What follows belongs to an exercise in optimizing a design on an open flow for small area, a short achievable clock period and few clock cycles per item; a production flow would make more cautious choices.
The RTL was checked by simulation tests, not by an equivalence proof against the original design.
Power is estimated from default activity; no workload was simulated.

==> flow/design.v (outline; a module is shown in full before it is edited, if it fits) <==
// module fx_arith_top: 1132 lines
// module fx_fa: 10 lines
// module fx_hai: 9 lines
// module fx_ha: 9 lines
// module fx_aoi22: 9 lines
// module fx_xor2: 7 lines
// module fx_xnor2: 7 lines
module fx_arith_top (
  input  logic             clk,
  input  logic             rst_n,
  input  logic             in_valid,
  output logic             in_ready,
  input  fx_pkg::fx_word_t num_a,     
  input  fx_pkg::fx_word_t num_b,     
  input  logic             op_mul,
  output logic             out_valid,
  input  logic             out_ready,
  output fx_pkg::fx_word_t result,
  output logic             overflow,
  output logic             precision_lost
);
  // ...
==> flow/flow/run.sh <==
#!/bin/bash
# Own layout flow: the standard flow, with the design's one-gate modules
# (full and half adders, Booth select gates) given as the cells they stand
# for. Everything else, registers included, goes through the standard
# synthesis unchanged. Ports are buffered with plain buffers rather than
# delay cells, and the resizer may change a cell's footprint.
set -euo pipefail
work=$(pwd)
python3 flow/subst.py design.v flow/cells.v > design_cells.v 2> subst.log
bash standard.sh VERILOG_FILES="$work/design_cells.v" \
  BUFFER_PORTS_ARGS="-buffer_cell sky130_fd_sc_hd__buf_1" \
  MATCH_CELL_FOOTPRINT=0 finish > standard.log 2>&1
==> flow/flow/cells.v <==
// Cell-level bodies for the design's one-gate modules. flow/run.sh puts
// these in place of the RTL bodies before synthesis, so that each module
// becomes exactly the cell named here; the function is the same.
module fx_fa (input a, input b, input c, output s, output co);
  sky130_fd_sc_hd__fa_1 u (.A(a), .B(b), .CIN(c), .SUM(s), .COUT(co));
endmodule

module fx_ha (input a, input b, output s, output co);
  sky130_fd_sc_hd__ha_1 u (.A(a), .B(b), .SUM(s), .COUT(co));
endmodule

module fx_hai (input a, input b, output s, output co);
  sky130_fd_sc_hd__xnor2_1 us (.A(a), .B(b), .Y(s));
  sky130_fd_sc_hd__or2_1 uc (.A(a), .B(b), .X(co));
endmodule

module fx_aoi22 (input a, input b, input c, input d, output y);
  sky130_fd_sc_hd__a22oi_1 u (.A1(a), .A2(b), .B1(c), .B2(d), .Y(y));
endmodule

module fx_xor2 (input a, input b, output y);
  sky130_fd_sc_hd__xor2_1 u (.A(a), .B(b), .X(y));
endmodule

module fx_xnor2 (input a, input b, output y);
  sky130_fd_sc_hd__xnor2_1 u (.A(a), .B(b), .Y(y));
endmodule
==> flow/flow/subst.py <==
#!/usr/bin/env python3
"""subst.py DESIGN CELLS: DESIGN with every module that CELLS defines taken
out, and CELLS appended, on stdout."""
import re
import sys

design = open(sys.argv[1]).read()
cells = open(sys.argv[2]).read()
names = re.findall(r'^\s*module\s+(\w+)', cells, re.M)
for n in names:
    pat = re.compile(r'^\s*module\s+' + n + r'\b.*?^\s*endmodule\b[^\n]*\n?', re.M | re.S)
    design, k = pat.subn('', design)
    print(f'{n}: replaced {k}', file=sys.stderr)
sys.stdout.write(design + '\n' + cells)
==> flow/standard.sh <==
#!/bin/bash
# synth_recipe.tcl (not shown) runs the flow's synth.tcl, then flattens the netlist and writes it again
# the make line also repeats each setting of config.mk as NAME=value (left out here)
make -C /OpenROAD-flow-scripts/flow DESIGN_CONFIG=/design/flow/config.mk WORK_HOME=/design/flow/orfs CLKGATE_MAP_FILE= SYNTH_SCRIPT=/design/flow/synth_recipe.tcl "${@:-finish}"
==> flow/config.mk <==
export PLATFORM = sky130hd
export DESIGN_NAME = fx_arith_top
export DESIGN_NICKNAME = fx_arith_top
export VERILOG_FILES = /design/flow/design.v
export SDC_FILE = /design/flow/constraint.sdc
export NUM_CORES = 4
export LEC_CHECK = 0
export ABC_AREA = 1
export CAP_MARGIN = 20
export CORE_MARGIN = 2
export CORE_UTILIZATION = 40
export SLEW_MARGIN = 20
==> flow/constraint.sdc <==
create_clock -name core_clock -period 5.5 [get_ports {clk}]
set_input_delay 1.1000 -clock core_clock [delete_from_list [all_inputs] [get_ports {clk}]]
set_output_delay 1.1000 -clock core_clock [all_outputs]
set_load 0.01 [all_outputs]
==> flow_metrics.py, run 1 <==
metrics = {
    "outcome": {
        "outcome": "no timing/DRC/antenna violations",
    },
    "timing": {
        "setup_violations": 0,
        "fin_worst_skew_ns": 0.00822,
        "fin_tns_setup_ns": 0,
    },
    "drt": {
        "top_layer": "met4",
        "dr_wl_met2_um": 9760,
        "wirelength_met1_um": 10100,
    },
    "global_route": {
        "grt_pass1_wl_um": 35800,
        "grt.total_usage_pct": 20.9,
        "antenna_found_initial": 0,
        "grt_use_met1_pct": 30.3,
    },
    "floorplanning": {
        "dieArea_um2": 21400,
        "start_util_pct": 40.4,
    },
    "worst_setup_path": {
        "worstSetupPathType": "in -> reg",
        "setup.worst_path.end": "ovf_nc",
        "reg2reg_from": "out_valid",
        "r2r.worst_path.cells": 2,
        "worstSetupEndpointType": "flip-flop",
        "cp.depth": 15,
    },
    "clock_network": {
        "clock_path_buffers": 2,
    },
    "synth": {
        "synthMuxAreaShare_pct": 0,
        "synthTopCellsByArea": "fa_1, xor2_1, edfxtp_1, a22oi_1, nand2_1",
        "avgSynthCellArea_um2": 9.37,
        "synth_cell_types": 31,
        "netlist_area_um2": 8100,
        "seq_area_frac_synth_pct": 13.6,
    },
    "power": {
        "swShare_pct": 49.2,
        "p_comb_mw": 3.02,
    },
    "finish": {
        "clk_share_pct": 1.53,
        "nClkBuffers": 6,
        "n_antenna_cell": 0,
        "buf_share_pct": 6.10,
    },
    "run": {
        "maxCapViolations": 0,
    },
    "placed_design": {
        "numPortBuffers": 56,
    },
}
Testbench counts, summed over its fixed seeds: cycles 12,008, items 12,000.
==> inputs of run 2 (changes only) <==
==> flow/flow/run.sh (replaced) <==
#!/bin/bash
# Own layout flow: the standard flow, with the design's one-gate modules
# (full and half adders, Booth select gates) given as the cells they stand
# for. Everything else, registers included, goes through the standard
# synthesis unchanged.
set -euo pipefail
work=$(pwd)
python3 flow/subst.py design.v flow/cells.v > design_cells.v 2> subst.log
bash standard.sh VERILOG_FILES="$work/design_cells.v" finish > standard.log 2>&1
==> run 2 against run 1 <==
Still clean. Power is 7.5% higher. Non-clock buffer count up 10. Hold slack got worse by 0.030 ns. Via count up 0.12%.
==> flow_metrics.py, run 2 <==
metrics = {
    "outcome": {
        "outcome": "no timing/DRC/antenna violations",
    },
    "worst_setup_path": {
        "cp.arrival_ns": 5.24,
        "crit_path_cell_trace": "clkdlybuf4s50_1 > buf_4 > nand2_1 > a21oi_2 > a22oi_1 > xor2_1 > fa_1 > fa_1 > fa_1 > fa_1 > ha_1 > xor2_1 > nand3_1 > nor2_1 > nand2_1",
        "reg2reg_from": "out_valid",
        "rr_endpoint": "sum_y[15]",
        "r2r.worst_path.cells": 2,
        "worstSetupPathType": "in -> reg",
        "crit_fanout": 13,
        "r2r_slack_ns": 4.38,
        "worst-path-buf-inv": 2,
        "worstSetupEndpointType": "flip-flop",
        "crit_path_top_delay_cell": "clkdlybuf4s50_1",
        "start_kind": "input port",
        "path_delay_family": "adder cells",
        "slowest_delay_ns": 0.52,
        "crit_top_cell": "fa_1",
        "critical_path_required_ns": 5.53,
    },
    "synth": {
        "synth_top_flop_cell": "edfxtp_1",
        "synth-edff-count": 36,
        "avgSynthCellArea_um2": 9.37,
        "yosysMostFrequentCell": "nand2_1",
        "async_reset_ff_share_pct": 0,
        "yosys_warnings": 1,
        "synthTopCellsByArea": "fa_1, xor2_1, edfxtp_1, a22oi_1, nand2_1",
        "netlist_instances": 864,
        "syn_nets": 1066,
        "netlist_area_um2": 8100,
        "synth_top_area_share_pct": 30.9,
        "ys_ff_latch": 37,
        "synthTopCellsByCount": "nand2_1, xor2_1, fa_1",
        "seq_area_frac_synth_pct": 13.6,
        "synth_cell_types": 31,
        "synth_area_leader_cell": "fa_1",
    },
    "clock_network": {
        "cts.sinks": 37,
        "hold_buffers": 0,
        "cts_tree": "built",
        "clock_latency_ns": 0.28,
        "root_buffer": "clkbuf_16",
        "cts_resized": 0,
        "cts_buffers": 5,
        "clock_path_buffers": 2,
        "clk_pin_slew_worst_paths_ns": 0.06,
        "ctsHtreeMaxLevel": 2,
        "cts_setup_buffers": 0,
    },
    "hold_path": {
        "hold_class": "reg -> reg",
        "worst_hold_path.endpoint": "precision_lost",
        "min-delay-start": "out_valid",
        "whs_path_depth": 2,
    },
    "timing": {
        "final_min_period_over_clock_period_pct": 94.8,
        "slew_headroom_pct": 52.3,
        "fin_tns_setup_ns": 0,
        "fmax_ghz": 0.192,
        "rsz0062_at_grt": "no",
        "min_period_ns": 5.21,
        "drv_slew": 0,
        "fin_worst_skew_ns": 0.00795,
        "hold_viol_final": 0,
        "hold_ws_ns": 0.845,
        "worst_slew_pin_slew_ns": 0.713,
        "setup_violations": 0,
    },
    "floorplanning": {
        "start_util_pct": 40.4,
        "dieArea_um2": 21400,
        "die_x_um": 146,
        "num_rows": 52,
        "die_h_um": 146,
        "core_area_um2": 20000,
        "ios": 57,
    },
    "drt": {
        "via_per_inst": 5.24,
        "antenna_left": 0,
        "num_vias": 6542,
        "dr.pass1.iters": 5,
        "wl_per_cell_um": 17.6,
        "post-route-drc-count": 0,
        "drt_iter0_drc": 504,
        "finalWirelength_um": 22000,
    },
    "finish": {
        "final_cell_mix": "nand2_1, xor2_1, fa_1",
        "reg.largest.list": "sum_x x16, sum_y x16",
        "drive_gt1_share_pct": 8.28,
        "syn_to_final_growth_pct": 17.8,
        "nNetsFinal": 1179,
        "final_core_util_pct": 47.6,
        "stdcell_count": 1248,
        "n_antenna_cell": 0,
        "nFillCells": 1995,
        "final_common_cell": "nand2_1",
    },
    "placed_design": {
        "place_congestion": 0.894,
        "hpwl_um": 18000,
        "numPortBuffers": 56,
        "dp_cells": 1240,
    },
    "power": {
        "ir_drop_mv": 0.174,
        "power.share.clock_pct": 6.5,
        "internal_power_mw": 2.29,
        "swShare_pct": 45.4,
        "p_sw_mw": 1.90,
        "p_seq_share_pct": 14.5,
        "finalPower_mw": 4.20,
        "pwr-share-comb_pct": 79.0,
        "power_leakage_nw": 3.82,
        "pwr_density_cell_nw_per_um2": 440,
    },
    "global_route": {
        "grt.total_usage_pct": 21.0,
        "grt_pass1_vias": 6636,
        "grt_pass1_wl_um": 35700,
        "grt-ovfl-total": 0,
        "antenna_found_initial": 0,
        "grt_max_degree": 39,
    },
    "run": {
        "maxCapViolations": 0,
    },
}
run 2: power groups by stage:
| stage | logic, mW | clock network [mW] | registers [mW] |
|---|---|---|---|
| floorplan | 2.24 | 0 | 0.603 |
| global placement | 3.31 | 0 | 0.615 |
| detailed placement | 3.36 | 0 | 0.617 |
| CTS | 3.37 | 0.278 | 0.613 |
| global route | 3.79 | 0.293 | 0.626 |
| finish | 3.32 | 0.272 | 0.611 |
run 2: kinds of logic (layout without fill, tap and decap cells):
kind of cell    after synthesis  after routing  share of synthesized area (%)
buf+inv                      86            200                           4.08
fa+ha+maj                   165            165                           37.1
compound gates              149            149                           13.3
simple gates                258            258                           13.6
xor+xnor                    169            169                           18.3
flops                        37             37                           13.6
run 2: layout make-up:
class	count	area, um2	area share (%)
clock buffer	6	129	1.35
inverter	80	300	3.15
sequential	37	1100	11.5
tap	270	338	3.54
timing repair buffer	112	993	10.4
multi-input combinational	741	6670	69.9
clock inverter	2	10.0	0.105
run 2: per-layer routing:
metal  GRT usage, %  vias to the layer above  part of all wire, %
li1               -                     3118                    -
met4           5.19                        0                  1.8
met5              0                        -                    0
met3           1.88                       26                  6.3
met1           30.1                     3169                   45
met2           34.5                      229                   47
run 2: worst max-delay path by stage:
stage / startpoint / to / slack (ns) / cells after the start
floorplan: num_b[7] / ovf_nc / 0.31 / 13
detailed placement: op_mul / ovf_nc / 0.04 / 15
global placement: op_mul / ovf_nc / 0.04 / 15
finish: op_mul / ovf_nc / 0.29 / 15
global route: op_mul / ovf_nc / 0.04 / 15
CTS: op_mul / ovf_nc / 0.32 / 15
run 2: worst reg2reg max path: cells and delay by family, from the launching register on:
| family | cells | cell delay (ns) |
|---|---|---|
| buf+inv | 1 | 0.39 |
| simple gates | 1 | 0.06 |
| flops | 1 | 0.30 |
run 2: through the flow:
| step | worst slack, ns | instance area [um2] |
|---|---|---|
| 6_report | 0.285 | 9540 |
| 5_1_grt | 0.0352 | 9540 |
| 4_1_cts | 0.317 | 9540 |
| 3_5_place_dp | 0.0382 | 9400 |
| 3_3_place_gp | 0.0367 | 9400 |
| 2_1_floorplan | 0.306 | 8100 |

-- separate check: timing with driven ports --
No port has a modelled driver above. Below, the same layouts with a new extraction and two added sets of constraints.
Step 1, drivers: a clkbuf_16 drives clk and a buf_2 each remaining input, both assumed.
Step 2, shift: input delay + t, output delay - t, t = (earliest + latest rising clock arrival at the registers) / 2. This alone moves slack from input paths to output paths.
Three values: ideal, step 1, step 2; two values: the first two.
run | t, ns | slack for setup (ns) | worst setup path after step 2
run 1 | 0.316 | 0.568 / 0.582 / 0.266 | input to register
run 2 | 0.315 | 0.285 / 0.297 / -0.018 | input to register
With both steps, setup timing fails in run 2, where it was met with ideal ports. The setup slack of run 2, which loses most, moves by +0.012 ns with the drivers and by -0.303 ns with both steps.
